From an optimization exercise on the open Yosys and OpenROAD flow, aimed at small area; shortcuts taken in it are not production practice.
Only simulation tests tie the RTL to the original design; equivalence was not proved.
Power is estimated from default activity; no workload was simulated.

### flow/run.sh
#!/bin/bash
# synth_recipe.tcl (not shown) runs the flow's synth.tcl, then flattens the netlist and writes it again
# the make line also repeats each setting of config.mk as NAME=value (left out here)
make -C /OpenROAD-flow-scripts/flow DESIGN_CONFIG=/design/flow/config.mk WORK_HOME=/design/flow/orfs CLKGATE_MAP_FILE= SYNTH_SCRIPT=/design/flow/synth_recipe.tcl finish
### flow/config.mk
export PLATFORM = sky130hd
export DESIGN_NAME = inst_rom_loadable
export DESIGN_NICKNAME = inst_rom_loadable
export VERILOG_FILES = /design/flow/design.v
export SDC_FILE = /design/flow/constraint.sdc
export NUM_CORES = 4
export LEC_CHECK = 0
export CAP_MARGIN = 20
export CORE_MARGIN = 2
export CORE_UTILIZATION = 55
export CTS_CLUSTER_DIAMETER = 100
export CTS_CLUSTER_SIZE = 30
export GPL_TIMING_DRIVEN = 0
export SETUP_SLACK_MARGIN = 0.2
export SLEW_MARGIN = 20
export SYNTH_HIERARCHICAL = 1
### flow/constraint.sdc
create_clock -name core_clock -period 4.0 [get_ports {Clk}]
set_input_delay 0.8000 -clock core_clock [delete_from_list [all_inputs] [get_ports {Clk}]]
set_output_delay 0.8000 -clock core_clock [all_outputs]
set_load 0.01 [all_outputs]
### flow/design.v
module inst_rom_loadable #(
    parameter int             A    = 8,
    parameter int             W    = 9,
    parameter int             CW   = 3,
    parameter logic [W-1:0]   FILL = '0
) (
    input  logic            Clk,
    input  logic            Reset_n,
    input  logic            LoadStart,
    input  logic            LoadValid,
    input  logic [CW-1:0]   LoadData,
    input  logic            LoadLast,
    output logic            LoadReady,
    output logic            LoadDone,
    output logic            LoadErr,
    output logic [A:0]      LoadCount,
    input  logic            FetchEn,
    input  logic [A-1:0]    InstAddress,
    output logic [W-1:0]    InstOut,
    output logic            InstValid
);
    localparam int CPW   = W / CW;
    localparam int CCW   = (CPW > 1) ? $clog2(CPW) : 1;
    localparam int DEPTH = 2 ** A;
    localparam int LB    = A / 2;             
    localparam int HB    = A - LB;            
    localparam int NL    = 2 ** LB;
    localparam int LD    = 2 ** HB;
    localparam int KB    = 3;
    localparam int K     = 2 ** KB;
    localparam int NPL   = LD / K;
    localparam int NP    = (K + CPW - 1) / CPW;
    typedef enum logic [1:0] {
        S_IDLE  = 2'd0,
        S_LOAD  = 2'd1,
        S_READY = 2'd2
    } state_t;
    state_t              state_r;
    logic [CCW-1:0]      chunk_r;
    logic [W-CW-1:0]     partial_r;
    logic                load_ready_r;
    logic                load_done_r;
    logic                load_err_r;
    logic [A:0]          load_count_r;
    logic [W-1:0]        inst_out_r;
    logic                inst_valid_r;
    logic [HB-1:0]       rot_r;
    logic [HB-1:0]       rot_n;
    logic [NL-1:0][LD-1:0][W-1:0] ring_r;
    logic [NP-1:0][W-1:0]    pend_r;
    logic [NP-1:0]           pend_v_r;
    logic [NP-1:0]       ins_hit_r;       
    logic [LB-1:0]       ins_lane_r;      
    logic [HB-1:KB]      ins_pt_r;        
    logic                beat_s;
    logic                last_chunk_s;
    logic                wp_full_s;
    logic [W-1:0]        shifted_s;
    logic                mem_we_s;
    logic                fetch_s;
    logic                start_s;
    logic [A:0]          load_count_n;
    always_comb begin
        shifted_s    = {partial_r, LoadData};
        last_chunk_s = (chunk_r == CCW'(CPW - 1));
        wp_full_s    = (load_count_r[A-1:0] == {A{1'b1}});
        beat_s       = (state_r == S_LOAD) & LoadValid & load_ready_r;
        fetch_s      = (state_r == S_READY) & FetchEn;
        mem_we_s     = beat_s & last_chunk_s;
        start_s      = LoadStart & ((state_r == S_IDLE) | (state_r == S_READY));
        load_count_n = start_s  ? '0 :
                       mem_we_s ? load_count_r + (A+1)'(1) : load_count_r;
    end
    logic [NP-1:0]       pend_v_n;
    logic [NP-1:0]       ins_hit_n;
    logic [LB-1:0]       ins_lane_n;
    logic [HB-1:KB]      ins_pt_n;
    logic [NP:0]               cand_m;
    logic [NP:0][LB-1:0]       cand_lane;
    logic [NP:0][HB-KB-1:0]    cand_pt;
    logic [NP-1:0]             pend_v_k;
    logic [NP-1:0]             hit_we, hit_nowe;
    logic [LB-1:0]             lane_we, lane_nowe;
    logic [HB-KB-1:0]          pt_we, pt_nowe;
    always_comb begin
        logic [HB-1:0] qbase;
        logic [HB-1:0] qpos;
        qbase = rot_r + HB'(2) - load_count_r[A-1:LB] - HB'(load_count_r[LB-1:0]);
        for (int k = 0; k <= NP; k++) begin
            qpos = qbase + HB'(k) + HB'(load_count_r[LB-1:0] < LB'(k));
            cand_m[k]    = (qpos[KB-1:0] == '0);
            cand_lane[k] = load_count_r[LB-1:0] - LB'(k);
            cand_pt[k]   = qpos[HB-1:KB];
        end
        pend_v_k = pend_v_r & ~ins_hit_r;
        lane_we = '0; lane_nowe = '0; pt_we = '0; pt_nowe = '0;
        for (int i = 0; i < NP; i++) begin
            hit_nowe[i] = pend_v_k[i] & cand_m[i+1];
            hit_we[i]   = ((i == 0) ? 1'b1 : pend_v_k[(i+NP-1)%NP]) & cand_m[i];
            if (hit_nowe[i]) begin
                lane_nowe = cand_lane[i+1];
                pt_nowe   = cand_pt[i+1];
            end
            if (hit_we[i]) begin
                lane_we = cand_lane[i];
                pt_we   = cand_pt[i];
            end
        end
        pend_v_n = pend_v_k;
        if (mem_we_s)
            pend_v_n = {pend_v_k[NP-2:0], 1'b1};
        if (start_s)
            pend_v_n = '0;
        ins_hit_n  = start_s ? '0 : mem_we_s ? hit_we : hit_nowe;
        ins_lane_n = mem_we_s ? lane_we : lane_nowe;
        ins_pt_n   = mem_we_s ? pt_we : pt_nowe;
    end
    always_ff @(posedge Clk or negedge Reset_n) begin
        if (!Reset_n) begin
            rot_r      <= '0;
            pend_v_r   <= '0;
            ins_hit_r  <= '0;
        end else begin
            rot_r      <= rot_n;
            pend_v_r   <= pend_v_n;
            ins_hit_r  <= ins_hit_n;
        end
    end
    always_ff @(posedge Clk) begin
        ins_lane_r <= ins_lane_n;
        ins_pt_r   <= ins_pt_n;
    end
    always_ff @(posedge Clk) begin
        if (beat_s) partial_r <= shifted_s[W-CW-1:0];
    end
    always_ff @(posedge Clk) begin
        if (mem_we_s) begin
            pend_r[0] <= shifted_s;
            for (int i = 1; i < NP; i++) pend_r[i] <= pend_r[i-1];
        end
    end
    logic [W-1:0]          ins_data;
    logic [NL-1:0][NPL-1:0] ins_en;
    always_comb begin
        ins_data = '0;
        for (int i = 0; i < NP; i++) begin
            if (ins_hit_r[i]) ins_data = ins_data | pend_r[i];
        end
        ins_data = ins_data ^ {W{~ins_pt_r[KB]}};
        for (int l = 0; l < NL; l++)
            for (int j = 0; j < NPL; j++)
                ins_en[l][j] = (|ins_hit_r) & (ins_lane_r == LB'(l)) &
                               (ins_pt_r == (HB-KB)'(j));
    end
    logic [NL-1:0][LD-1:0][W-1:0] ring_d;
    for (genvar l = 0; l < NL; l++) begin : g_lane
        for (genvar q = 0; q < LD; q++) begin : g_pos
            if ((q % K) == 0) begin : g_ins
                for (genvar b = 0; b < W; b++) begin : g_b
                    irl_mux2i u_mux (
                        .a0(ring_r[l][(q + LD - 1) % LD][b]),
                        .a1(ins_data[b]),
                        .s (ins_en[l][q / K]),
                        .y (ring_d[l][q][b])
                    );
                end
            end else begin : g_shift
                assign ring_d[l][q] = ring_r[l][(q + LD - 1) % LD];
            end
        end
    end
    always_ff @(posedge Clk) begin
        ring_r <= ring_d;
    end
    localparam int NGL = LD / 3;              
    localparam int NTL = NGL + ((LD % 3) != 0 ? 1 : 0);
    localparam int NTH = (NTL + 2) / 3;       
    localparam int NL1 = (NL + 3) / 4;
    localparam int NL2 = (NL1 + 1) / 2;
    logic [NL-1:0]         rd_lane;
    logic [LD-1:0]         rd_pos;
    logic [W-1:0][NL-1:0]  rd_lane_res_n;     
    logic [W-1:0][NL1-1:0] rd_u1;             
    logic [W-1:0][NL2-1:0] rd_u2;             
    logic [W-1:0]          rd_raw;
    logic [HB-1:0]         rd_q;
    logic                  rd_pol;
    logic [LD-1:0][HB-1:0] rd_cmp;
    logic [LD-1:0][HB-1:0] rd_eqb;
    always_comb begin
        for (int i = 0; i < NL; i++)
            rd_lane[i] = (InstAddress[LB-1:0] == LB'(i));
        rd_q   = rot_r - InstAddress[A-1:LB] - HB'(InstAddress[LB-1:0]);
        rd_pol = rd_q[KB];
    end
    localparam int NS = 2 ** HB - 1;
    logic [NS-1:0]         rd_s_r;            
    logic [NS-1:0]         rd_s;              
    logic [NS-1:0]         rd_s_n;
    always_comb begin
        rot_n = rot_r + HB'(1);
        for (int k = 0; k < HB; k++) begin
            for (int m = 0; m < 2**k; m++) begin
                rd_s_n[2**k - 1 + m] = HB'(rot_n - HB'(m)) >> k;
                rd_s[2**k - 1 + m]   = (m == 0) ? rot_r[k] : rd_s_r[2**k - 1 + m];
            end
        end
        for (int h = 0; h < LD; h++)
            for (int k = 0; k < HB; k++)
                rd_cmp[h][k] = rd_s[2**k - 1 + (h % (2**k))] ^ ((h >> k) & 1);
    end
    always_ff @(posedge Clk or negedge Reset_n) begin
        if (!Reset_n) begin
            for (int k = 0; k < HB; k++)
                for (int m = 1; m < 2**k; m++)
                    rd_s_r[2**k - 1 + m] <= HB'(HB'(0) - HB'(m)) >> k;
        end else begin
            for (int k = 0; k < HB; k++)
                for (int m = 1; m < 2**k; m++)
                    rd_s_r[2**k - 1 + m] <= rd_s_n[2**k - 1 + m];
        end
    end
    for (genvar h = 0; h < LD; h++) begin : g_dec
        for (genvar k = 0; k < HB; k++) begin : g_bit
            irl_xnor2 u_x (
                .a(InstAddress[LB + k]), .b(rd_cmp[h][k]), .y(rd_eqb[h][k]));
        end
        irl_and_n #(.N(HB)) u_eq (.a(rd_eqb[h]), .y(rd_pos[h]));
    end
    for (genvar b = 0; b < W; b++) begin : g_rd
        for (genvar l = 0; l < NL; l++) begin : g_lane
            logic [NTL-1:0] t;                    
            logic [NTH-1:0] u;                    
            for (genvar g = 0; g < NGL; g++) begin : g_grp
                irl_a222oi u_aoi (
                    .a1(rd_pos[(3*g + l) % LD]),     .a2(ring_r[l][3*g][b]),
                    .b1(rd_pos[(3*g + 1 + l) % LD]), .b2(ring_r[l][3*g+1][b]),
                    .c1(rd_pos[(3*g + 2 + l) % LD]), .c2(ring_r[l][3*g+2][b]),
                    .y (t[g])
                );
            end
            if (LD % 3 == 1) begin : g_rem1
                irl_nand2 u_rem (
                    .a(rd_pos[(LD - 1 + l) % LD]), .b(ring_r[l][LD-1][b]), .y(t[NGL]));
            end else if (LD % 3 == 2) begin : g_rem2
                irl_a22oi u_rem (
                    .a1(rd_pos[(LD - 2 + l) % LD]), .a2(ring_r[l][LD-2][b]),
                    .b1(rd_pos[(LD - 1 + l) % LD]), .b2(ring_r[l][LD-1][b]),
                    .y(t[NGL]));
            end
            for (genvar g = 0; g < NTH; g++) begin : g_u
                irl_nand_n #(.N((3*g+3 <= NTL) ? 3 : NTL - 3*g)) u_n (
                    .a(t[((3*g+3 <= NTL) ? 3*g+2 : NTL-1) : 3*g]),
                    .y(u[g]));
            end
            irl_o2_1ai #(.N(NTH)) u_gate (
                .a(u), .b(rd_lane[l]), .y(rd_lane_res_n[b][l]));
        end
        for (genvar g = 0; g < NL1; g++) begin : g_l1
            irl_nand_n #(.N((4*g+4 <= NL) ? 4 : NL - 4*g)) u_n (
                .a(rd_lane_res_n[b][((4*g+4 <= NL) ? 4*g+3 : NL-1) : 4*g]),
                .y(rd_u1[b][g]));
        end
        for (genvar g = 0; g < NL2; g++) begin : g_l2
            irl_nor_n #(.N((2*g+2 <= NL1) ? 2 : NL1 - 2*g)) u_n (
                .a(rd_u1[b][((2*g+2 <= NL1) ? 2*g+1 : NL1-1) : 2*g]),
                .y(rd_u2[b][g]));
        end
        irl_nand_n #(.N(NL2)) u_l3 (.a(rd_u2[b]), .y(rd_raw[b]));
    end
    logic                 in_range_s;
    logic                 byp_hit;
    logic [W-1:0]         byp_data;
    logic                 use_ring;
    logic [W-1:0]         inst_out_alt;
    logic [W-1:0]         inst_out_n;
    logic [NP-1:0][A:0]   byp_addr;
    always_comb begin
        logic eq_hi;
        in_range_s = 1'b0;
        eq_hi      = 1'b1;
        for (int k = A; k >= 0; k--) begin
            logic ak;
            ak = (k == A) ? 1'b0 : InstAddress[k % A];
            in_range_s = in_range_s | (eq_hi & ~ak & load_count_r[k]);
            eq_hi      = eq_hi & (ak == load_count_r[k]);
        end
        byp_hit    = 1'b0;
        byp_data   = '0;
        for (int i = 0; i < NP; i++) begin
            byp_addr[i] = load_count_r - (A+1)'(i + 1);
            if (pend_v_r[i] && byp_addr[i] == {1'b0, InstAddress}) begin
                byp_hit  = 1'b1;
                byp_data = pend_r[i];
            end
        end
        use_ring     = fetch_s & in_range_s & ~byp_hit;
        inst_out_alt = ~fetch_s ? inst_out_r : (in_range_s & byp_hit) ? byp_data : FILL;
    end
    for (genvar b = 0; b < W; b++) begin : g_out
        logic rd_v;
        irl_xor2 u_pol (.a(rd_raw[b]), .b(rd_pol), .y(rd_v));
        irl_mux2 u_out (.a0(inst_out_alt[b]), .a1(rd_v), .s(use_ring), .y(inst_out_n[b]));
    end
    always_ff @(posedge Clk or negedge Reset_n) begin
        if (!Reset_n) begin
            state_r      <= S_IDLE;
            chunk_r      <= '0;
            load_ready_r <= 1'b0;
            load_done_r  <= 1'b0;
            load_err_r   <= 1'b0;
            load_count_r <= '0;
            inst_out_r   <= '0;
            inst_valid_r <= 1'b0;
        end else begin
            load_count_r <= load_count_n;
            inst_out_r   <= inst_out_n;
            case (state_r)
                S_IDLE: begin
                    inst_valid_r <= 1'b0;
                    if (LoadStart) begin
                        state_r      <= S_LOAD;
                        chunk_r      <= '0;
                        load_done_r  <= 1'b0;
                        load_err_r   <= 1'b0;
                        load_ready_r <= 1'b1;
                    end
                end
                S_LOAD: begin
                    inst_valid_r <= 1'b0;
                    if (beat_s) begin
                        if (last_chunk_s) begin
                            chunk_r <= '0;
                            if (LoadLast || wp_full_s) begin
                                state_r      <= S_READY;
                                load_ready_r <= 1'b0;
                                load_done_r  <= 1'b1;
                            end
                        end else begin
                            chunk_r <= chunk_r + CCW'(1);
                            if (LoadLast) begin
                                state_r      <= S_READY;
                                load_ready_r <= 1'b0;
                                load_done_r  <= 1'b1;
                                load_err_r   <= 1'b1;
                                chunk_r      <= '0;
                            end
                        end
                    end
                end
                S_READY: begin
                    if (fetch_s) begin
                        inst_valid_r <= 1'b1;
                    end else begin
                        inst_valid_r <= 1'b0;
                    end
                    if (LoadStart) begin
                        state_r      <= S_LOAD;
                        chunk_r      <= '0;
                        load_done_r  <= 1'b0;
                        load_err_r   <= 1'b0;
                        load_ready_r <= 1'b1;
                    end
                end
                default: begin
                    state_r      <= S_IDLE;
                    load_ready_r <= 1'b0;
                    load_done_r  <= 1'b0;
                    inst_valid_r <= 1'b0;
                end
            endcase
        end
    end
    assign LoadReady = load_ready_r;
    assign LoadDone  = load_done_r;
    assign LoadErr   = load_err_r;
    assign LoadCount = load_count_r;
    assign InstOut   = inst_out_r;
    assign InstValid = inst_valid_r;
endmodule
module irl_mux2i (
    input  logic a0,
    input  logic a1,
    input  logic s,
    output logic y
);
    assign y = ~(s ? a1 : a0);
endmodule
module irl_a222oi (
    input  logic a1, a2,
    input  logic b1, b2,
    input  logic c1, c2,
    output logic y
);
    assign y = ~((a1 & a2) | (b1 & b2) | (c1 & c2));
endmodule
module irl_a22oi (
    input  logic a1, a2,
    input  logic b1, b2,
    output logic y
);
    assign y = ~((a1 & a2) | (b1 & b2));
endmodule
module irl_xnor2 (
    input  logic a,
    input  logic b,
    output logic y
);
    assign y = ~(a ^ b);
endmodule
module irl_mux2 (
    input  logic a0,
    input  logic a1,
    input  logic s,
    output logic y
);
    assign y = s ? a1 : a0;
endmodule
module irl_xor2 (
    input  logic a,
    input  logic b,
    output logic y
);
    assign y = a ^ b;
endmodule
module irl_o2_1ai #(
    parameter int N = 2
) (
    input  logic [N-1:0] a,
    input  logic         b,
    output logic         y
);
    assign y = ~((|a) & b);
endmodule
module irl_and_n #(
    parameter int N = 4
) (
    input  logic [N-1:0] a,
    output logic         y
);
    assign y = &a;
endmodule
module irl_nand2 (
    input  logic a,
    input  logic b,
    output logic y
);
    assign y = ~(a & b);
endmodule
module irl_nand_n #(
    parameter int N = 4
) (
    input  logic [N-1:0] a,
    output logic         y
);
    assign y = ~(&a);
endmodule
module irl_nor_n #(
    parameter int N = 2
) (
    input  logic [N-1:0] a,
    output logic         y
);
    assign y = ~(|a);
endmodule
==> results of run 1 <==
logic make-up (layout without fill, tap and decap cells):
group	after synthesis	count (layout)	share of synthesized area
other cells	0	3	0
compound gates	973	973	0.133
xor+xnor	136	136	0.0182
buf+inv	76	419	0.00465
flops	2388	2388	0.739
fa+ha+maj	33	33	0.00669
simple gates	705	714	0.0518
mux	298	298	0.0463
final cells by class:
| type | count | share of cell area |
|---|---|---|
| plain buffers | 29 | 0.00187 |
| well taps | 1536 | 0.0257 |
| clock buffers | 97 | 0.0307 |
| repair buffers | 237 | 0.0545 |
| diodes | 3 | 0.000100 |
| flip-flops and latches | 2388 | 0.646 |
| multi-input cells | 2154 | 0.237 |
| inverters | 47 | 0.00246 |
| clock inverters | 9 | 0.00145 |
worst reg2reg max path, cell delays in order, from the launching register on:
cell and delay (ns):
sky130_fd_sc_hd__dfstp_2 0.58, sky130_fd_sc_hd__clkinvlp_4 0.23, sky130_fd_sc_hd__buf_6 0.21, sky130_fd_sc_hd__xnor2_4 0.13, sky130_fd_sc_hd__and4_4 0.27, sky130_fd_sc_hd__buf_12 0.14, sky130_fd_sc_hd__buf_16 0.17, sky130_fd_sc_hd__a222oi_1 0.39
sky130_fd_sc_hd__nand3_1 0.13, sky130_fd_sc_hd__o21ai_2 0.15, sky130_fd_sc_hd__nand4_1 0.42, sky130_fd_sc_hd__nor2_4 0.35, sky130_fd_sc_hd__nand2_2 0.11, sky130_fd_sc_hd__xor2_1 0.16, sky130_fd_sc_hd__mux2_4 0.26
Yosys stat by module, one instance, submodules excluded, a selection:
module | flops+latches | area [µm²] | copies in the design | cells
irl_a222oi | 0 | 10.0 | 720 | 1
irl_mux2 | 0 | 15.0 | 9 | 1
irl_xnor2 | 0 | 8.76 | 64 | 1
irl_nand2 | 0 | 3.75 | 144 | 1
irl_mux2i | 0 | 10.0 | 288 | 1
inst_rom_loadable | 2388 | 51400 | 1 | 2864
irl_xor2 | 0 | 8.76 | 9 | 1
power by group:
| part | internal (mW) | switching [mW] | total (mW) |
|---|---|---|---|
| combinational | 0.473 | 0.901 | 1.37 |
| sequential | 24.0 | 0.0958 | 24.1 |
| clock | 4.20 | 7.00 | 11.2 |
| total | 28.7 | 8.00 | 36.7 |
layout by cell type, fill, tap and decap left out, types with 11 or more instances in the layout:
cell type	count
sky130_fd_sc_hd__nor2_4	15
sky130_fd_sc_hd__nand2_1	188
sky130_fd_sc_hd__buf_16	61
sky130_fd_sc_hd__o21ai_1	122
sky130_fd_sc_hd__edfxtp_1	33
sky130_fd_sc_hd__clkbuf_1	22
sky130_fd_sc_hd__dfxtp_1	2309
sky130_fd_sc_hd__a222oi_1	729
sky130_fd_sc_hd__nand4_1	39
sky130_fd_sc_hd__xor2_1	21
sky130_fd_sc_hd__buf_12	29
sky130_fd_sc_hd__a22oi_1	23
sky130_fd_sc_hd__nor2_1	39
sky130_fd_sc_hd__o21ai_2	22
sky130_fd_sc_hd__and4_4	16
sky130_fd_sc_hd__xnor2_1	83
sky130_fd_sc_hd__clkdlybuf4s50_1	31
sky130_fd_sc_hd__dfstp_2	11
sky130_fd_sc_hd__buf_4	59
sky130_fd_sc_hd__nor2_2	37
sky130_fd_sc_hd__inv_1	44
sky130_fd_sc_hd__nand3_1	306
sky130_fd_sc_hd__a21boi_0	11
sky130_fd_sc_hd__o21ai_0	21
sky130_fd_sc_hd__a21oi_1	15
sky130_fd_sc_hd__dfrtp_1	29
sky130_fd_sc_hd__clkbuf_16	113
sky130_fd_sc_hd__ha_1	26
sky130_fd_sc_hd__mux2i_1	289
sky130_fd_sc_hd__buf_6	17
sky130_fd_sc_hd__xnor2_4	14
timing repair:
action / CTS / global route
setup endpoints to repair: 14 / 13
gates resized for setup: 87 / 63
pin swaps: 30 / 84
hold buffers: 1 / 0
hold endpoints to repair: 6 / 0
cloned: 10 / 26
setup buffers: 21 / 38
how the worst min path moves through the flow:
stage,startpoint,cells past startpoint,end
3_5_place_dp,ring_r[1732],0,ring_r[1741]
3_3_place_gp,ring_r[1787],0,ring_r[1796]
6_report,ring_r[1254],0,ring_r[1263]
4_1_cts,ring_r[1347],0,ring_r[1356]
5_1_grt,ring_r[1302],0,ring_r[1311]
2_1_floorplan,ring_r[1008],0,ring_r[1017]
metal layers:
metal,global-route usage,wire length (µm)
met5,0,106
met4,0.0739,5020
met2,0.478,89200
met3,0.0370,17400
met1,0.440,85700
through the flow:
step,hold WS [ns],worst slack (ns),util
after CTS,0.345,0.176,0.623
after detailed placement,0.335,-1.63,0.597
after floorplan,0.330,0.413,-
after global routing,0.354,0.169,0.634
final,0.336,0.216,0.634
after global placement,0.331,-4.71,0.574
flip-flops by register name (all words and copies together) (netlist names), 4 cells and up:
signal and flops:
inst_out_r 9, load_count_r 9, rot_r 4, partial_r 6, ring_r 2304, pend_r 27
rd_s_r 11, ins_lane_r 4
==> flow_summary.json, run 1 <==
{
  "outcome": "finished clean",
  "r2r_start": "rd_s_r[2]",
  "synth_enable_flop_cells": 33,
  "layout.area.seq_mm2": 0.0484,
  "numCtsBuffers": 90,
  "grt_max_degree": 43,
  "finalClockSkew_ns": 0.0290,
  "crit_cells": 14,
  "post_synth_main_area_contributors": "sky130_fd_sc_hd__dfxtp_1 71%, sky130_fd_sc_hd__a222oi_1 11%, sky130_fd_sc_hd__mux2i_1 4.4%",
  "clock_tree.htree_level_count": 3,
  "setup.worst_path.start_class": "flop",
  "ys_types": 64,
  "final_hold_viol_count": 0,
  "post_drt_via_cell_ratio": 6.53,
  "cts_tree": "yes",
  "clockRootBuffer": "sky130_fd_sc_hd__clkbuf_16",
  "yosys.cell_count.top_type": "sky130_fd_sc_hd__dfxtp_1",
  "maxCapViolCount": 0,
  "drv_slew": 0,
  "multi_input_comb_area_mm2": 0.0177,
  "critical_path_startpoint": "rd_s_r[2]",
  "floorplan.core_area_mm2": 0.118,
  "endpoint_kind": "flop",
  "antenna_violations_before_repair": 11,
  "worstPathArrival_ns": 4.40,
  "die_area_mm2": 0.122,
  "wirelength_mm": 197,
  "worst_hold_path_type": "flop to flop",
  "synth-seq-area-share": 0.739,
  "ys_top_cells_by_count": "2,309 x sky130_fd_sc_hd__dfxtp_1, 729 x sky130_fd_sc_hd__a222oi_1, 306 x sky130_fd_sc_hd__nand3_1",
  "timing.critical_path.cells": "clkinvlp_4, buf_6, xnor2_4, and4_4, buf_12, buf_16, a222oi_1, nand3_1, o21ai_2, nand4_1, nor2_4, nand2_2, xor2_1, mux2_4",
  "cp_num_buf_inv": 4,
  "synth_flop_cell": "sky130_fd_sc_hd__dfxtp_1",
  "max_clock_freq_mhz": 264,
  "route.antenna.remaining_nets": 0,
  "power.density_cell_area_mw_per_mm2": 490,
  "final_net_count": 4995,
  "worst_slew_pin_slew_ns": 1.06,
  "worst-setup-path-type": "flop to flop",
  "fill_cells": 8930,
  "worstRegToRegCells": 14,
  "die_extent_in_y_um": 349,
  "finalSetupViolations": 0,
  "cpMaxStageDelayCell": "sky130_fd_sc_hd__dfstp_2",
  "drt_pre_antenna_iters": 10,
  "crit_family": "simple AND/OR/NAND/NOR gates",
  "crit_path_max_fanout": 34,
  "synth_top_area_share": 0.706,
  "period_minus_ws_final_ns": 3.78,
  "crit_path_max_incr_delay_ns": 0.58,
  "die_width_um": 349,
  "grt_overflow_total": 0,
  "timing.slew.headroom": 0.290,
  "hpwlAfterDp_mm": 109,
  "place.port_buffers": 36,
  "layoutNonFillerInstCount": 6500,
  "syn_nets": 4657,
  "async_reset_ff_frac": 0.0193,
  "clock_latency_of_the_later_clocked_register_in_the_worst_skew_pair_ns": 0.73,
  "remaining_drc_errors": 0,
  "io_pins": 39,
  "clk_path_buf_depth": 3,
  "first_pass_grt_wire_length_mm": 274,
  "yosysWarnings": 7,
  "r2r_slack_ns": 0.22,
  "rsz0062_at_grt": "yes",
  "final.period_utilization": 0.946,
  "placed_cell_area_mm2": 0.0704,
  "initial_cell_density_of_the_core": 0.554,
  "drt-wirelength-per-cell_um": 30.4,
  "yosys_register_bits": 2388,
  "globalRouteTotalUtil": 0.301,
  "number_of_global_route_vias_before_repair": 40700,
  "clk_pin_slew_ns": 0.11,
  "gp_routability_congestion": 0.845,
  "synth_area_mm2": 0.0654,
  "lkg_pwr_nw": 27.6,
  "cts_num_sinks": 2388,
  "rr_endpoint": "inst_out_r[3]",
  "max-vdd-ir-drop_mv": 0.422,
  "power.total_mw": 36.7,
  "synthesis.area_per_instance_um2": 14.2,
  "area_growth_pct": 14.4,
  "placementRows": 126,
  "syn_inst": 4609,
  "final_cell_area_mm2": 0.0749,
  "dpl.cell_count": 6295,
  "tns_ns": 0,
  "final_layout_size_suffix_gt1_frac": 0.101,
  "critPathCapture": "inst_out_r[3]",
  "post_synth_top_area_cell": "sky130_fd_sc_hd__dfxtp_1",
  "critical_path_required_ns": 4.61,
  "detailroute.via_count": 42500,
  "drt_first_iter_violations": 7094
}
==> run 2, diff against run 1 <==
--- a/flow/config.mk
+++ b/flow/config.mk
@@ -10,7 +10,6 @@
 export CORE_UTILIZATION = 55
 export CTS_CLUSTER_DIAMETER = 100
 export CTS_CLUSTER_SIZE = 30
-export GPL_TIMING_DRIVEN = 0
 export SETUP_SLACK_MARGIN = 0.2
 export SLEW_MARGIN = 20
 export SYNTH_HIERARCHICAL = 1
==> run 2 against run 1 <==
  * Highest routed layer unchanged
  * Via count grew 0.71%
  * Fmax shrank 0.15%
  * Clock skew shrank 0.0038 ns
  * Flip-flop and latch count is the same
  * Sequential power is essentially flat
  * First-iteration DRC count shrank 2.6%
  * Critical path depth grew 2
==> flow_summary.json, run 2 <==
{
  "outcome": "finished clean",
  "grt_overflow_total": 0,
  "drt_first_iter_violations": 6912,
  "syn_nets": 4657,
  "largest_register_ff_count": 2304,
  "globalRouteTotalUtil": 0.305,
  "yosysWarnings": 7,
  "die_extent_in_y_um": 349,
  "clock_tree.htree_level_count": 3,
  "tns_ns": 0,
  "numCtsBuffers": 90,
  "worst_slew_pin_slew_ns": 1.02,
  "yosys_register_bits": 2388,
  "maxCapViolCount": 0,
  "fill_cells": 8978,
  "switching_share": 0.215,
  "crit_path_max_incr_delay_ns": 0.52,
  "cts_tree": "yes",
  "critical_path_required_ns": 4.61,
  "cpMaxStageDelayCell": "sky130_fd_sc_hd__clkdlybuf4s50_1",
  "area_growth_pct": 14.9,
  "main_combinational_cell_family_by_area_after_synthesis": "compound AO/OA/AOI/OAI gates",
  "lkg_pwr_nw": 28.4,
  "first_pass_grt_wire_length_mm": 278,
  "power_switching_mw": 7.86,
  "synth_flop_cell": "sky130_fd_sc_hd__dfxtp_1",
  "final_hold_viol_count": 0,
  "route.antenna.remaining_nets": 0,
  "die_width_um": 349,
  "clockRootBuffer": "sky130_fd_sc_hd__clkbuf_16",
  "synth_top_area_share": 0.706,
  "worstPathArrival_ns": 4.40,
  "worst_hold_path_type": "input pin to async pin",
  "internal_power_mw": 28.7,
  "rr_endpoint": "inst_out_r[6]",
  "synth_compound_gate_area_share": 0.133,
  "cts_num_sinks": 2388,
  "async_reset_ff_frac": 0.0193,
  "drv_slew": 0,
  "clock_power_share": 0.306,
  "crit_path_max_fanout": 28,
  "power.share.sequential": 0.658,
  "post_synth_and_or_nand_nor_area_fraction": 0.0518,
  "critPathCapture": "inst_out_r[6]",
  "initial_cell_density_of_the_core": 0.554,
  "comb_power_share": 0.036,
  "final_net_count": 5237,
  "rsz0062_at_grt": "yes",
  "place.port_buffers": 38,
  "largest_register": "ring_r",
  "synthesis.area_per_instance_um2": 14.2,
  "synthMuxAreaShare": 0.0463,
  "worst-setup-path-type": "input pin to flop",
  "drt-wirelength-per-cell_um": 28.1,
  "post_drt_via_cell_ratio": 6.35,
  "r2r_slack_ns": 0.23,
  "cts_hold_buffers": 0,
  "gp_routability_congestion": 0.869,
  "syn_inst": 4609,
  "synth_enable_flop_cells": 33,
  "synth-seq-area-share": 0.739,
  "detailroute.via_count": 42800,
  "cts.repair_timing.setup_buffer_count": 0,
  "finalSetupViolations": 0,
  "post_synth_top_area_cell": "sky130_fd_sc_hd__dfxtp_1",
  "final.hold.worst_slack_ns": 0.0810,
  "finalClockSkew_ns": 0.0253,
  "worstRegToRegCells": 15,
  "ys_types": 64,
  "antenna_violations_before_repair": 2,
  "power.density_cell_area_mw_per_mm2": 487,
  "ys_top_cells_by_count": "2,309 x sky130_fd_sc_hd__dfxtp_1, 729 x sky130_fd_sc_hd__a222oi_1, 306 x sky130_fd_sc_hd__nand3_1",
  "remaining_drc_errors": 0,
  "num_antenna_cells": 0,
  "endpoint_kind": "flop",
  "hpwlAfterDp_mm": 124,
  "die_area_mm2": 0.122,
  "setup.worst_path.start_class": "input pin",
  "synth_area_mm2": 0.0654,
  "timing.critical_path.cells": "clkdlybuf4s50_1, buf_12, xnor2_1, and4_4, buf_12, buf_4, a222oi_1, nand3_1, o21ai_1, nand4_1, buf_4, nor2_1, buf_4, nand2_1, xor2_1, mux2_4",
  "grt_max_degree": 42,
  "drt_pre_antenna_iters": 10,
  "layout_top_registers": "ring_r x2304, pend_r x27, rd_s_r x11",
  "layout.cells.most_common": "sky130_fd_sc_hd__dfxtp_1",
  "critical_path_startpoint": "InstAddress[4]",
  "final_cell_mix": "2,308 x sky130_fd_sc_hd__dfxtp_1, 729 x sky130_fd_sc_hd__a222oi_1, 379 x sky130_fd_sc_hd__buf_4, 306 x sky130_fd_sc_hd__nand3_1, 289 x sky130_fd_sc_hd__mux2i_1",
  "io_pins": 39,
  "max_clock_freq_mhz": 264,
  "yosys.cell_count.top_type": "sky130_fd_sc_hd__dfxtp_1",
  "floorplan.core_area_mm2": 0.118,
  "period_minus_ws_final_ns": 3.79,
  "placementRows": 126,
  "clock_latency_of_the_later_clocked_register_in_the_worst_skew_pair_ns": 0.72,
  "clk_pin_slew_ns": 0.12,
  "timing.slew.headroom": 0.317,
  "post_synth_main_area_contributors": "sky130_fd_sc_hd__dfxtp_1 71%, sky130_fd_sc_hd__a222oi_1 11%, sky130_fd_sc_hd__mux2i_1 4.4%",
  "r2r_start": "rot_r[0]",
  "max-vdd-ir-drop_mv": 0.398,
  "synth_xor_area_frac": 0.0182,
  "cpMostUsedCell": "sky130_fd_sc_hd__buf_4",
  "final_layout_size_suffix_gt1_frac": 0.124,
  "clk_path_buf_depth": 3,
  "final.period_utilization": 0.947,
  "synthAdderAreaFrac": 0.00669,
  "wirelength_mm": 189,
  "number_of_global_route_vias_before_repair": 41800
}
-- run 2: cell types whose count changed in the layout (fill, tap and decap cells not counted), sizes merged, moves of 5 or more --
| cell | change |
|---|---|
| clkbuf | -38 |
| clkdlybuf4s50 | +6 |
| and4 | -9 |
| inv | -5 |
| buf | +294 |
| bufbuf | -5 |
-- run 2: how the worst min path moves through the flow --
stage | from | to | slack [ns] | cells after the start
global route | Reset_n | inst_out_r[1] | 0.09 | 1
detailed placement | ring_r[151] | ring_r[160] | 0.33 | 0
floorplan | ring_r[1008] | ring_r[1017] | 0.33 | 0
global placement | ring_r[417] | ring_r[426] | 0.33 | 0
CTS | Reset_n | inst_out_r[1] | 0.26 | 1
finish | Reset_n | inst_valid_r | 0.08 | 1
-- run 2: through the flow --
step,cell area (µm²),power (mW),instances,setup WS (ns),util
CTS,75200,36.8,6740,0.254,0.636
global route,75200,37.7,6740,0.159,0.637
finish,75200,36.6,6740,0.210,0.637
global placement,72700,25.9,6633,-0.588,0.616
detailed placement,72700,25.9,6633,-0.579,0.616
floorplan,65500,25.2,4609,0.413,-
-- run 2: kinds of logic (layout without fill, tap and decap cells) --
kind of cell             after synthesis  in the layout
AND/OR/NAND/NOR                      705            705
buffers and inverters                 76            671
multiplexers                         298            298
XOR/XNOR                             136            136
adder cells (fa/ha/maj)               33             33
flip-flops                          2388           2388
AO/OA/AOI/OAI                        973            973
-- run 2: critical path: cells and delay by family --
family / cells / cell delay, ns
AOI/OAI and AO/OA: 2 / 0.60
buffers and inverters: 6 / 1.45
muxes: 1 / 0.27
and+or+nand+nor: 5 / 0.97
xor gates and xnor gates: 2 / 0.23
-- run 2: per-layer routing --
metal / vias to the layer above / track usage / wire length (µm)
met4: 2 / 0.0798 / 5370
met5: - / 0 / 13
li1: 19200 / - / -
met2: 1669 / 0.482 / 85000
met3: 261 / 0.0378 / 12900
met1: 21700 / 0.443 / 85800
-- run 2: timing repair --
item                       in CTS  in global routing
pin swaps                       0                  0
setup endpoints to repair       1                  3
gates resized for setup         1                  4
hold endpoints to repair        0                  0
-- run 2: power by group through the flow --
stage	sequential, mW	combinational [mW]	clock (mW)
after CTS	24.1	1.31	11.4
after floorplan	24.6	0.571	0
final	24.1	1.32	11.2
after global routing	24.1	1.39	12.2
after detailed placement	24.6	1.30	0
after global placement	24.6	1.30	0
-- run 2: area by class of cell --
class,count,area (µm²),share of cell area
inverters,47,180,0.00240
repair buffers,517,5240,0.0697
multi-input cells,2145,17000,0.227
well taps,1536,1920,0.0256
clock buffers,102,2340,0.0311
clock inverters,5,77.6,0.00103
flip-flops and latches,2388,48400,0.644
-- run 2: per-module statistics from Yosys (local to each module, per instance), excerpt --
module / flops+latches / cells
inst_rom_loadable: 2388 / 2864
irl_mux2: 0 / 1
irl_a222oi: 0 / 1
irl_mux2i: 0 / 1
irl_xnor2: 0 / 1
irl_xor2: 0 / 1
irl_nand2: 0 / 1
==> run 3, diff against run 2 <==
--- a/flow/config.mk
+++ b/flow/config.mk
@@ -10,6 +10,7 @@
 export CORE_UTILIZATION = 55
 export CTS_CLUSTER_DIAMETER = 100
 export CTS_CLUSTER_SIZE = 30
-export SETUP_SLACK_MARGIN = 0.2
+export GPL_TIMING_DRIVEN = 0
+export SETUP_SLACK_MARGIN = 0.12
 export SLEW_MARGIN = 20
 export SYNTH_HIERARCHICAL = 1
==> run 3 against run 2 <==
  * Cell area fell by 1.5%
  * Flip-flop and latch count did not move
  * Clock-buffer cell count fell by 5
  * Critical path depth fell by 6
  * Sequential share of layout area rose by 0.97 points
  * Register-to-register slack got worse by 0.09 ns
  * Critical endpoint unchanged
  * Largest power group unchanged
  * Highest routed layer unchanged
==> flow_summary.json, run 3 <==
{
  "outcome": "finished clean",
  "post-route-worst-setup-slack_ns": 0.129,
  "min_path_cells": 0,
  "timing.critical_path.cells": "clkdlybuf4s50_1, clkbuf_1, nand2_1, nor2_2, o21ai_1, nand4_1, nor2_1, nand2_1, xor2_1, mux2_4",
  "largest_register": "ring_r",
  "ys_types": 64,
  "dp_worst_setup_slack_ns": -1.63,
  "clock_latency_of_the_later_clocked_register_in_the_worst_skew_pair_ns": 0.72,
  "cts_tree": "yes",
  "clk_path_buf_depth": 3,
  "drt-wirelength-per-cell_um": 29.5,
  "fill_cells": 9026,
  "synth-seq-area-share": 0.739,
  "yosysWarnings": 7,
  "numCtsBuffers": 90,
  "final_net_count": 4962,
  "remaining_drc_errors": 0,
  "synth_area_mm2": 0.0654,
  "drv_slew": 0,
  "r2r_start": "rd_s_r[2]",
  "io_pins": 39,
  "floorplan.core_area_mm2": 0.118,
  "initial_cell_density_of_the_core": 0.554,
  "cts_num_sinks": 2388,
  "post_drt_via_cell_ratio": 6.48,
  "yosys_register_bits": 2388,
  "grt_overflow_total": 0,
  "maxCapViolCount": 0,
  "wirelength_mm": 191,
  "crit_family": "simple AND/OR/NAND/NOR gates",
  "crit_path_max_incr_delay_ns": 0.70,
  "critical_path_required_ns": 4.66,
  "grt_max_degree": 43,
  "final_cell_area_mm2": 0.0741,
  "post_synth_top_area_cell": "sky130_fd_sc_hd__dfxtp_1",
  "final_hold_viol_count": 0,
  "die_extent_in_y_um": 349,
  "syn_inst": 4609,
  "syn_nets": 4657,
  "max_clock_freq_mhz": 258,
  "finalClockSkew_ns": 0.0210,
  "critical_path_startpoint": "InstAddress[1]",
  "clockRootBuffer": "sky130_fd_sc_hd__clkbuf_16",
  "place.port_buffers": 36,
  "cp_num_buf_inv": 2,
  "post_synth_main_area_contributors": "sky130_fd_sc_hd__dfxtp_1 71%, sky130_fd_sc_hd__a222oi_1 11%, sky130_fd_sc_hd__mux2i_1 4.4%",
  "hpwlAfterDp_mm": 109,
  "ys_top_cells_by_count": "2,309 x sky130_fd_sc_hd__dfxtp_1, 729 x sky130_fd_sc_hd__a222oi_1, 306 x sky130_fd_sc_hd__nand3_1",
  "placementRows": 126,
  "worstPathArrival_ns": 4.53,
  "power.density_cell_area_mw_per_mm2": 494,
  "die_width_um": 349,
  "worst_slew_pin_slew_ns": 1.11,
  "timing.slew.headroom": 0.259,
  "antenna_violations_before_repair": 10,
  "synth_top_area_share": 0.706,
  "async_reset_ff_frac": 0.0193,
  "r2r_slack_ns": 0.14,
  "final_layout_size_suffix_gt1_frac": 0.0927,
  "cpMostUsedCell": "sky130_fd_sc_hd__nand2_1",
  "setup.worst_path.start_class": "input pin",
  "rsz0062_at_grt": "yes",
  "route.antenna.remaining_nets": 0,
  "worstRegToRegCells": 14,
  "drt_pre_antenna_iters": 10,
  "finalSetupViolations": 0,
  "period_minus_ws_final_ns": 3.87,
  "max-vdd-ir-drop_mv": 0.421,
  "globalRouteTotalUtil": 0.297,
  "die_area_mm2": 0.122,
  "worst_hold_path_type": "flop to flop",
  "endpoint_kind": "flop",
  "clk_pin_slew_ns": 0.11,
  "cpMaxStageDelayCell": "sky130_fd_sc_hd__nor2_2",
  "placed_cell_area_mm2": 0.0704,
  "synth_enable_flop_cells": 33,
  "gp_routability_congestion": 0.845,
  "area_growth_pct": 13.2,
  "layout.cells.most_common": "sky130_fd_sc_hd__dfxtp_1",
  "lkg_pwr_nw": 27.3,
  "tns_ns": 0,
  "detailroute.via_count": 41900,
  "layout_top_registers": "ring_r x2304, pend_r x27, rd_s_r x11",
  "number_of_global_route_vias_before_repair": 40500,
  "drt_first_iter_violations": 6808,
  "largest_register_ff_count": 2304,
  "critPathCapture": "inst_out_r[6]",
  "final.period_utilization": 0.968,
  "crit_path_max_fanout": 10,
  "synth_flop_cell": "sky130_fd_sc_hd__dfxtp_1",
  "first_pass_grt_wire_length_mm": 271,
  "rr_endpoint": "inst_out_r[5]",
  "final_cell_mix": "2,309 x sky130_fd_sc_hd__dfxtp_1, 729 x sky130_fd_sc_hd__a222oi_1, 306 x sky130_fd_sc_hd__nand3_1, 289 x sky130_fd_sc_hd__mux2i_1, 189 x sky130_fd_sc_hd__nand2_1",
  "synthesis.area_per_instance_um2": 14.2,
  "crit_cells": 10,
  "yosys.cell_count.top_type": "sky130_fd_sc_hd__dfxtp_1",
  "worst-setup-path-type": "input pin to flop",
  "clock_tree.htree_level_count": 3
}
[run 3: logic make-up (layout without fill, tap and decap cells)]
logic type | Yosys count | count (layout) | share of synthesized area
flops | 2388 | 2388 | 0.739
compound gates | 973 | 973 | 0.133
simple gates | 705 | 714 | 0.0518
mux | 298 | 298 | 0.0463
xor+xnor | 136 | 136 | 0.0182
buf+inv | 76 | 386 | 0.00465
fa+ha+maj | 33 | 33 | 0.00669
other cells | 0 | 3 | 0
[run 3: how the worst min path moves through the flow]
stage	from	end
2_1_floorplan	ring_r[1008]	ring_r[1017]
3_3_place_gp	ring_r[1787]	ring_r[1796]
3_5_place_dp	ring_r[1732]	ring_r[1741]
4_1_cts	ring_r[1347]	ring_r[1356]
5_1_grt	ring_r[1266]	ring_r[1275]
6_report	ring_r[1254]	ring_r[1263]
[run 3: area by class of cell]
type	instances	area (µm²)	share of cell area
antenna	3	7.51	0.000101
buffer	29	135	0.00182
clock buffer	97	2300	0.0311
clock inverter	9	109	0.00147
inverter	47	184	0.00248
multi-input combinational	2154	17600	0.238
sequential	2388	48400	0.653
tap	1536	1920	0.0259
timing repair buffer	204	3390	0.0457
[run 3: modules after synthesis, one instance, submodules excluded, excerpt]
| module | area (µm²) | flops+latches | times used | cells |
|---|---|---|---|---|
| irl_mux2 | 15.0 | 0 | 9 | 1 |
| irl_a222oi | 10.0 | 0 | 720 | 1 |
| irl_xnor2 | 8.76 | 0 | 64 | 1 |
| irl_nand2 | 3.75 | 0 | 144 | 1 |
| irl_mux2i | 10.0 | 0 | 288 | 1 |
| inst_rom_loadable | 51400 | 2388 | 1 | 2864 |
| irl_xor2 | 8.76 | 0 | 9 | 1 |
[run 3: per-stage QoR]
| stage | util | power [mW] | hold WS (ns) | std cells |
|---|---|---|---|---|
| global placement | 0.574 | 25.7 | 0.331 | 6181 |
| finish | 0.627 | 36.6 | 0.340 | 6467 |
| floorplan | - | 25.2 | 0.330 | 4609 |
| detailed placement | 0.597 | 25.8 | 0.335 | 6295 |
| global route | 0.627 | 37.7 | 0.353 | 6466 |
| CTS | 0.621 | 36.7 | 0.345 | 6420 |
[run 3: repair_timing]
| item | CTS | global route |
|---|---|---|
| hold endpoints to repair | 6 | 0 |
| gates cloned | 5 | 13 |
| setup buffers | 13 | 31 |
| resized for setup | 72 | 44 |
| hold buffers | 1 | 0 |
| endpoints found under the setup margin | 11 | 11 |
| pin swaps | 20 | 49 |
[run 3: worst reg2reg max path: stages, from the launching register on]
cell and delay (ns):
sky130_fd_sc_hd__dfstp_2 0.58, sky130_fd_sc_hd__buf_4 0.19, sky130_fd_sc_hd__buf_4 0.13, sky130_fd_sc_hd__xnor2_1 0.17, sky130_fd_sc_hd__and4_4 0.30, sky130_fd_sc_hd__buf_12 0.17
sky130_fd_sc_hd__buf_12 0.26, sky130_fd_sc_hd__a222oi_1 0.44, sky130_fd_sc_hd__nand3_1 0.13, sky130_fd_sc_hd__o21ai_1 0.18, sky130_fd_sc_hd__nand4_1 0.35, sky130_fd_sc_hd__nor2_4 0.34
sky130_fd_sc_hd__nand2_1 0.12, sky130_fd_sc_hd__xor2_1 0.16, sky130_fd_sc_hd__mux2_4 0.26
[run 3: where the power goes]
part           switching (mW)  leakage [nW]  internal [mW]
logic                   0.866          6.27          0.437
registers              0.0959          19.8           24.0
clock network            6.97          1.18           4.20
total                    7.93          27.3           28.6
[run 3: routing by layer]
layer | GRT usage | vias up | wire length (µm)
met5 | 0 | - | 25
met4 | 0.0702 | 4 | 3940
met3 | 0.0335 | 191 | 15600
met2 | 0.474 | 1722 | 86700
met1 | 0.435 | 21300 | 84400
li1 | - | 18700 | -
==> run 4, diff against run 3 <==
--- a/flow/config.mk
+++ b/flow/config.mk
@@ -7,7 +7,7 @@
 export LEC_CHECK = 0
 export CAP_MARGIN = 20
 export CORE_MARGIN = 2
-export CORE_UTILIZATION = 55
+export CORE_UTILIZATION = 60
 export CTS_CLUSTER_DIAMETER = 100
 export CTS_CLUSTER_SIZE = 30
 export GPL_TIMING_DRIVEN = 0
==> run 4 against run 3 <==
  * Still clean
  * Critical path depth is 3 higher
  * Global-route usage is 2.0 points higher
  * First-iteration DRC count is 0.94% higher
  * Sequential share of layout area is 0.62 points higher
  * Synthesized area stayed put
  * Cell count is 2.2% lower
  * Hold slack worse by 0.25 ns
  * Cell area is 0.95% lower
  * Fmax is 0.38% lower
  * Register-to-register slack worse by 0.03 ns
==> flow_summary.json, run 4 <==
{
  "post-route-worst-setup-slack_ns": 0.114,
  "remaining_drc_errors": 0,
  "crit_path_max_fanout": 40,
  "cpMaxStageDelayCell": "sky130_fd_sc_hd__dfstp_2",
  "wirelength_mm": 185,
  "die_area_mm2": 0.112,
  "cp_num_buf_inv": 3,
  "drt_first_iter_violations": 6872,
  "dp_worst_setup_slack_ns": -1.71,
  "number_of_global_route_vias_before_repair": 40500,
  "syn_inst": 4609,
  "place.port_buffers": 36,
  "global_route.usage.met1": 0.457,
  "synth_enable_flop_cells": 33,
  "post_synth_top_area_cell": "sky130_fd_sc_hd__dfxtp_1",
  "cpMostUsedCell": "sky130_fd_sc_hd__buf_16",
  "critical_path_startpoint": "rd_s_r[4]",
  "lkg_pwr_nw": 27.0,
  "die_extent_in_y_um": 334,
  "synthesis.area_per_instance_um2": 14.2,
  "drv_slew": 0,
  "hpwlAfterDp_mm": 106,
  "drt_pre_antenna_iters": 7,
  "area_growth_pct": 12.1,
  "final_net_count": 4941,
  "max_clock_freq_mhz": 257,
  "finalSetupViolations": 0,
  "floorplan.core_area_mm2": 0.109,
  "cts_tree": "yes",
  "crit_cells": 13,
  "layout_top_registers": "ring_r x2304, pend_r x27, rd_s_r x11",
  "outcome": "finished clean",
  "clk_path_buf_depth": 3,
  "setup.worst_path.start_class": "flop",
  "clk_pin_slew_ns": 0.12,
  "ys_types": 64,
  "clock_tree.htree_level_count": 3,
  "final_layout_size_suffix_gt1_frac": 0.0833,
  "grt_overflow_total": 0,
  "drt-wirelength-per-cell_um": 29.3,
  "worst-setup-path-type": "flop to flop",
  "endpoint_kind": "flop",
  "use_met3": 0.0385,
  "critPathCapture": "inst_out_r[4]",
  "synth_top_area_share": 0.706,
  "crit_family": "simple AND/OR/NAND/NOR gates",
  "syn_nets": 4657,
  "antenna_violations_before_repair": 3,
  "ys_top_cells_by_count": "2,309 x sky130_fd_sc_hd__dfxtp_1, 729 x sky130_fd_sc_hd__a222oi_1, 306 x sky130_fd_sc_hd__nand3_1",
  "timing.critical_path.cells": "inv_1, xnor2_1, and4_4, buf_16, buf_16, a222oi_1, nand3_1, o21ai_2, nand4_1, nor2_4, nand2_1, xor2_1, mux2_4",
  "worstRegToRegCells": 13,
  "numCtsBuffers": 89,
  "yosys_register_bits": 2388,
  "final_hold_viol_count": 0,
  "worst_hold_path_type": "input pin to async pin",
  "timing.slew.headroom": 0.241,
  "placementRows": 121,
  "layout.cells.most_common": "sky130_fd_sc_hd__dfxtp_1",
  "period_minus_ws_final_ns": 3.89,
  "critical_path_required_ns": 4.62,
  "detailroute.via_count": 41700,
  "groute.layer.met2.usage": 0.504,
  "synth-seq-area-share": 0.739,
  "clockRootBuffer": "sky130_fd_sc_hd__clkbuf_16",
  "globalRoute.busiestLayer": "met2",
  "fill_cells": 7921,
  "final_cell_mix": "2,309 x sky130_fd_sc_hd__dfxtp_1, 729 x sky130_fd_sc_hd__a222oi_1, 306 x sky130_fd_sc_hd__nand3_1, 289 x sky130_fd_sc_hd__mux2i_1, 190 x sky130_fd_sc_hd__nand2_1",
  "globalRouteTotalUtil": 0.317,
  "io_pins": 39,
  "synth_area_mm2": 0.0654,
  "die_width_um": 334,
  "power.total_mw": 36.4,
  "largest_register": "ring_r",
  "cts_num_sinks": 2388,
  "gp_routability_congestion": 0.838,
  "post_synth_main_area_contributors": "sky130_fd_sc_hd__dfxtp_1 71%, sky130_fd_sc_hd__a222oi_1 11%, sky130_fd_sc_hd__mux2i_1 4.4%",
  "largest_register_ff_count": 2304,
  "yosys.cell_count.top_type": "sky130_fd_sc_hd__dfxtp_1",
  "worst_slew_pin_slew_ns": 1.14,
  "rsz0062_at_grt": "yes",
  "finalClockSkew_ns": 0.0256,
  "rr_endpoint": "inst_out_r[4]",
  "max-vdd-ir-drop_mv": 0.378,
  "r2r_start": "rd_s_r[4]",
  "crit_path_max_incr_delay_ns": 0.58,
  "power.density_cell_area_mw_per_mm2": 496,
  "async_reset_ff_frac": 0.0193,
  "grt_max_degree": 43,
  "post_drt_via_cell_ratio": 6.60,
  "route.antenna.remaining_nets": 0,
  "cts_hold_buffers": 0,
  "first_pass_grt_wire_length_mm": 267,
  "yosysWarnings": 7,
  "final.period_utilization": 0.972,
  "synth_flop_cell": "sky130_fd_sc_hd__dfxtp_1",
  "initial_cell_density_of_the_core": 0.603,
  "r2r_slack_ns": 0.11,
  "maxCapViolCount": 0,
  "clock_latency_of_the_later_clocked_register_in_the_worst_skew_pair_ns": 0.73,
  "worstPathArrival_ns": 4.50
}
run 4: changes by cell type in the layout (fill, tap and decap cells not counted), moves of 9 or more:
cell	previous run	this run
sky130_fd_sc_hd__buf_4	48	39
sky130_fd_sc_hd__xnor2_4	9	0
sky130_fd_sc_hd__xnor2_1	86	104
sky130_fd_sc_hd__xnor2_2	11	2
sky130_fd_sc_hd__buf_12	34	25
run 4: cell families (layout without fill, tap and decap cells):
kind of cell	Yosys count	in the layout	synth area share
DFF	2388	2388	0.739
AOI/OAI and AO/OA	973	973	0.133
and+or+nand+nor	705	711	0.0518
muxes	298	298	0.0463
xor gates and xnor gates	136	136	0.0182
buffers and inverters	76	369	0.00465
adders and majority gates	33	33	0.00669
other	0	1	0
run 4: power by group:
part           internal, mW  switching (mW)
Clock                  4.19            6.87
Sequential             24.0          0.0944
Combinational         0.414           0.820
Total                  28.6            7.78
run 4: per-module statistics from Yosys (local to each module, per instance), excerpt:
module / area [µm²] / cells inside / copies in the design / flip-flops and latches
irl_nand2: 3.75 / 1 / 144 / 0
inst_rom_loadable: 51400 / 2864 / 1 / 2388
irl_a222oi: 10.0 / 1 / 720 / 0
irl_xor2: 8.76 / 1 / 9 / 0
irl_mux2i: 10.0 / 1 / 288 / 0
irl_mux2: 15.0 / 1 / 9 / 0
irl_xnor2: 8.76 / 1 / 64 / 0
run 4: how the worst min path moves through the flow:
stage | start | end | slack [ns] | cells past startpoint
after global placement | ring_r[2051] | ring_r[2060] | 0.33 | 0
final | Reset_n | rot_r[2] | 0.09 | 1
after detailed placement | ring_r[1667] | ring_r[1676] | 0.33 | 0
after CTS | Reset_n | rot_r[0] | 0.07 | 1
after global routing | Reset_n | rot_r[0] | 0.09 | 1
after floorplan | ring_r[1008] | ring_r[1017] | 0.33 | 0
run 4: timing repair:
action / CTS / global route
resized for setup: 53 / 16
setup endpoints to repair: 13 / 14
pin swaps: 13 / 30
cloned: 4 / 11
buffers inserted: 12 / 22
run 4: cell type report:
| class | instances | area, µm² | area share |
|---|---|---|---|
| multi-input combinational | 2151 | 17300 | 0.236 |
| clock inverter | 6 | 82.6 | 0.00113 |
| timing repair buffer | 187 | 3170 | 0.0431 |
| sequential | 2388 | 48400 | 0.660 |
| clock buffer | 100 | 2310 | 0.0315 |
| buffer | 29 | 136 | 0.00186 |
| tap | 1414 | 1770 | 0.0241 |
| antenna | 1 | 2.50 | 0.0000341 |
| inverter | 47 | 184 | 0.00251 |
run 4: metal layers:
| metal | up-vias | part of all wire |
|---|---|---|
| met5 | - | 0.000070 |
| met3 | 297 | 0.079 |
| met2 | 1849 | 0.45 |
| li1 | 18600 | - |
| met1 | 21000 | 0.43 |
| met4 | 2 | 0.032 |
run 4: worst reg2reg max path, stage by stage (launching register included):
cell and delay [ns]:
sky130_fd_sc_hd__dfstp_2 0.58, sky130_fd_sc_hd__inv_1 0.08, sky130_fd_sc_hd__xnor2_1 0.27, sky130_fd_sc_hd__and4_4 0.34
sky130_fd_sc_hd__buf_16 0.22, sky130_fd_sc_hd__buf_16 0.25, sky130_fd_sc_hd__a222oi_1 0.36, sky130_fd_sc_hd__nand3_1 0.15
sky130_fd_sc_hd__o21ai_2 0.23, sky130_fd_sc_hd__nand4_1 0.38, sky130_fd_sc_hd__nor2_4 0.37, sky130_fd_sc_hd__nand2_1 0.11
sky130_fd_sc_hd__xor2_1 0.15, sky130_fd_sc_hd__mux2_4 0.28
run 4: through the flow:
stage | area, µm² | TNS, ns | instances | utilization | hold slack, ns
final | 73400 | 0 | 6323 | 0.676 | 0.0856
after floorplan | 65500 | 0 | 4609 | - | 0.330
after global placement | 67600 | -562.34 | 6059 | 0.623 | 0.331
after global routing | 73400 | 0 | 6322 | 0.676 | 0.0863
after detailed placement | 70200 | -14.20 | 6167 | 0.647 | 0.335
after CTS | 72900 | 0 | 6289 | 0.672 | 0.0685
==> run 5, diff against run 4 <==
--- a/flow/config.mk
+++ b/flow/config.mk
@@ -11,6 +11,6 @@
 export CTS_CLUSTER_DIAMETER = 100
 export CTS_CLUSTER_SIZE = 30
 export GPL_TIMING_DRIVEN = 0
-export SETUP_SLACK_MARGIN = 0.12
+export SETUP_SLACK_MARGIN = 0.15
 export SLEW_MARGIN = 20
 export SYNTH_HIERARCHICAL = 1
==> run 5 against run 4 <==
  * Combinational power about the same
  * Via count rose by 0.64%
  * Die area is the same
  * Hold slack worse by 0.0054 ns
  * Flip-flop and latch count did not move
  * Non-clock buffer count grew 12
  * Synthesized area did not move
  * Sequential share of layout area shrank 0.18 points
  * First-iteration DRC count up 4.8%
  * Sequential power about the same
  * Critical path type unchanged
==> flow_summary.json, run 5 <==
{
  "outcome": "finished clean",
  "post_synth_top_area_cell": "sky130_fd_sc_hd__dfxtp_1",
  "post_synth_main_area_contributors": "sky130_fd_sc_hd__dfxtp_1 71%, sky130_fd_sc_hd__a222oi_1 11%, sky130_fd_sc_hd__mux2i_1 4.4%",
  "crit_path_max_fanout": 42,
  "multi_input_comb_area_mm2": 0.0174,
  "power.density_cell_area_mw_per_mm2": 495,
  "dpl.cell_count": 6167,
  "die_extent_in_y_um": 334,
  "clock_latency_of_the_later_clocked_register_in_the_worst_skew_pair_ns": 0.74,
  "worstPathArrival_ns": 4.47,
  "place.port_buffers": 36,
  "num_antenna_cells": 0,
  "synth_enable_flop_cells": 33,
  "final_util": 0.678,
  "endpoint_kind": "flop",
  "drv_slew": 0,
  "final_layout_size_suffix_gt1_frac": 0.0876,
  "cts_hold_buffers": 0,
  "syn_inst": 4609,
  "period_minus_ws_final_ns": 3.85,
  "grt_overflow_total": 0,
  "cpMaxStageDelayCell": "sky130_fd_sc_hd__dfrtp_4",
  "layout.cells.most_common": "sky130_fd_sc_hd__dfxtp_1",
  "crit_path_max_incr_delay_ns": 0.46,
  "layout.area.seq_mm2": 0.0484,
  "finalClockSkew_ns": 0.0333,
  "layout_top_registers": "ring_r x2304, pend_r x27, rd_s_r x11",
  "power.total_mw": 36.4,
  "fill_cells": 7908,
  "drt_pre_antenna_iters": 10,
  "numCtsBuffers": 89,
  "syn_nets": 4657,
  "finalSetupViolations": 0,
  "drt-wirelength-per-cell_um": 29.6,
  "worst_slew_pin_slew_ns": 1.09,
  "critical_path_required_ns": 4.62,
  "use_met3": 0.0368,
  "clockRootBuffer": "sky130_fd_sc_hd__clkbuf_16",
  "largest_register_ff_count": 2304,
  "synthAdderAreaFrac": 0.00669,
  "wirelength_mm": 187,
  "final_net_count": 4954,
  "maxCapViolCount": 0,
  "initial_cell_density_of_the_core": 0.603,
  "globalRoute.busiestLayer": "met2",
  "final.period_utilization": 0.962,
  "r2r_slack_ns": 0.15,
  "floorplan.core_area_mm2": 0.109,
  "synth-seq-area-share": 0.739,
  "ys_top_cells_by_count": "2,309 x sky130_fd_sc_hd__dfxtp_1, 729 x sky130_fd_sc_hd__a222oi_1, 306 x sky130_fd_sc_hd__nand3_1",
  "setup.worst_path.start_class": "flop",
  "grt_max_degree": 43,
  "synth_xor_area_frac": 0.0182,
  "area_growth_pct": 12.4,
  "route.antenna.remaining_nets": 0,
  "cpMostUsedCell": "sky130_fd_sc_hd__buf_16",
  "gp_routability_congestion": 0.838,
  "synth_area_mm2": 0.0654,
  "yosys_register_bits": 2388,
  "hpwlAfterDp_mm": 106,
  "worst_hold_path_type": "input pin to async pin",
  "clock_tree.htree_level_count": 3,
  "synth_top_area_share": 0.706,
  "drt_first_iter_violations": 7200,
  "groute.layer.met2.usage": 0.508,
  "antenna_violations_before_repair": 7,
  "post_drt_via_cell_ratio": 6.63,
  "ys_types": 64,
  "die_width_um": 334,
  "synthMuxAreaShare": 0.0463,
  "die_area_mm2": 0.112,
  "synth_compound_gate_area_share": 0.133,
  "lkg_pwr_nw": 27.1,
  "clk_path_buf_depth": 3,
  "timing.slew.headroom": 0.274,
  "detailroute.via_count": 42000,
  "async_reset_ff_frac": 0.0193,
  "yosys.cell_count.top_type": "sky130_fd_sc_hd__dfxtp_1",
  "globalRouteTotalUtil": 0.319,
  "io_pins": 39,
  "post_synth_and_or_nand_nor_area_fraction": 0.0518,
  "first_pass_grt_wire_length_mm": 268,
  "largest_register": "ring_r",
  "placementRows": 121,
  "global_route.usage.met1": 0.462,
  "clk_pin_slew_ns": 0.12,
  "cts_tree": "yes",
  "cts_num_sinks": 2388,
  "synth_flop_cell": "sky130_fd_sc_hd__dfxtp_1",
  "final.hold.worst_slack_ns": 0.0803,
  "number_of_global_route_vias_before_repair": 40500,
  "yosysWarnings": 7,
  "final_hold_viol_count": 0,
  "max_clock_freq_mhz": 260,
  "remaining_drc_errors": 0,
  "timing.critical_path.cells": "clkinvlp_4, buf_4, xnor2_1, and4_4, buf_16, buf_16, buf_16, a222oi_1, nand3_1, o21ai_2, nand4_1, nor2_4, nand2_1, xor2_1, mux2_4",
  "max-vdd-ir-drop_mv": 0.379,
  "layoutNonFillerInstCount": 6335,
  "rsz0062_at_grt": "no",
  "worst-setup-path-type": "flop to flop",
  "main_combinational_cell_family_by_area_after_synthesis": "compound AO/OA/AOI/OAI gates",
  "final_cell_mix": "2,309 x sky130_fd_sc_hd__dfxtp_1, 729 x sky130_fd_sc_hd__a222oi_1, 306 x sky130_fd_sc_hd__nand3_1, 289 x sky130_fd_sc_hd__mux2i_1, 190 x sky130_fd_sc_hd__nand2_1",
  "synthesis.area_per_instance_um2": 14.2
}
==> run 5: through the flow <==
stage / setup WS, ns / setup TNS (ns) / cell area [µm²]
2_1_floorplan: 0.413 / 0 / 65500
3_3_place_gp: -4.37 / -562.34 / 67600
3_5_place_dp: -1.71 / -14.20 / 70200
4_1_cts: 0.152 / 0 / 73000
5_1_grt: 0.146 / 0 / 73600
6_report: 0.150 / 0 / 73600
==> run 5: path summary, 6_finish.rpt <==
path,start,endpoint,cells after the start
worst max-delay path,rot_r[0],inst_out_r[4],15
worst min-delay path,Reset_n,rot_r[0],1
worst max register to register,rot_r[0],inst_out_r[4],15
worst min register to register,ring_r[545],ring_r[554],0
max in group asynchronous,Reset_n,load_count_r[1],2
min in group core_clock,ring_r[545],ring_r[554],0
==> run 5: final cells by class <==
cell class	count	area share
sequential	2388	0.658
multi-input combinational	2152	0.236
timing repair buffer	199	0.0451
clock buffer	100	0.0314
tap	1414	0.0240
inverter	47	0.00250
buffer	29	0.00187
clock inverter	6	0.00112
==> run 5: logic make-up after synthesis <==
family | Yosys count
adder cells (fa/ha/maj) | 33
buffers and inverters | 76
AND/OR/NAND/NOR | 705
multiplexers | 298
XOR/XNOR | 136
flip-flops | 2388
AO/OA/AOI/OAI | 973
==> run 5: power by group <==
part           leakage (nW)  switching, mW  internal (mW)
Sequential             19.8         0.0939           24.0
Clock                  1.17           6.87           4.19
Combinational          6.15          0.834          0.422
==> run 5: Yosys stat by module (local to each module, per instance), excerpt <==
module,times used,cell area [µm²],cells,flip-flops and latches
inst_rom_loadable,1,51400,2864,2388
irl_mux2,9,15.0,1,0
irl_a222oi,720,10.0,1,0
irl_mux2i,288,10.0,1,0
irl_xnor2,64,8.76,1,0
irl_xor2,9,8.76,1,0
irl_nand2,144,3.75,1,0
==> run 5: what timing repair did <==
item                                   CTS  global route
endpoints found under the hold margin    0             0
resized for setup                       57            26
setup endpoints to repair               14            15
pin swaps                               17            32
setup buffers                           15            29
cloned                                   6            12
==> run 5: critical path: cells and delay by family, from the launching register on <==
kind	cells	cell delay, ns
mux	1	0.28
xor+xnor	2	0.27
simple gates	5	1.26
compound gates	2	0.62
buf+inv	5	0.74
flops	1	0.46
==> run 5: layer usage <==
layer,part of all wire,vias to the layer above,routed length [µm]
met5,0.00022,-,41
met4,0.032,6,6080
met3,0.081,298,15100
met2,0.45,1894,84800
met1,0.43,21200,81400
li1,-,18600,-

## separate check: timing with driven ports
The results above use ideal ports. As a check the final layouts listed here were re-extracted and re-timed, cells and wires unchanged. Step 1 sets driving cells, clkbuf_16 on the clock port and buf_2 on the other inputs (assumed; they add their load-dependent delay and slew). Step 2 moves the port delays by t, midway between the first and last clock arrival at a register: inputs arrive t later, outputs are due t later. That takes back most of the time a late clock gives input paths. Slacks: ideal ports / drivers / drivers and shift; pairs: ideal ports / drivers.
| run | t, ns | setup WS [ns] | hold WS [ns] | worst register clock-pin slew, ns | pins driven straight from the clock port |
|---|---|---|---|---|---|
| run 1 | 0.801 | 0.216 / 0.216 / -0.503 | 0.336 / 0.336 / 0.336 | 0.12 / 0.12 | 1 |
| run 2 | 0.794 | 0.210 / 0.233 / -0.525 | 0.081 / 0.027 / 0.335 | 0.12 / 0.12 | 1 |
| run 3 | 0.789 | 0.129 / 0.137 / -0.610 | 0.340 / 0.340 / 0.340 | 0.12 / 0.12 | 1 |
| run 4 | 0.793 | 0.114 / 0.113 / -0.595 | 0.086 / 0.029 / 0.338 | 0.12 / 0.12 | 1 |
| run 5 | 0.794 | 0.150 / 0.150 / -0.540 | 0.080 / 0.024 / 0.334 | 0.12 / 0.12 | 1 |
Met with ideal ports but missed after step 2: setup timing in every run listed. The setup slack of run 3, which loses most, moves by +0.008 ns with the drivers and by -0.739 ns with both steps.
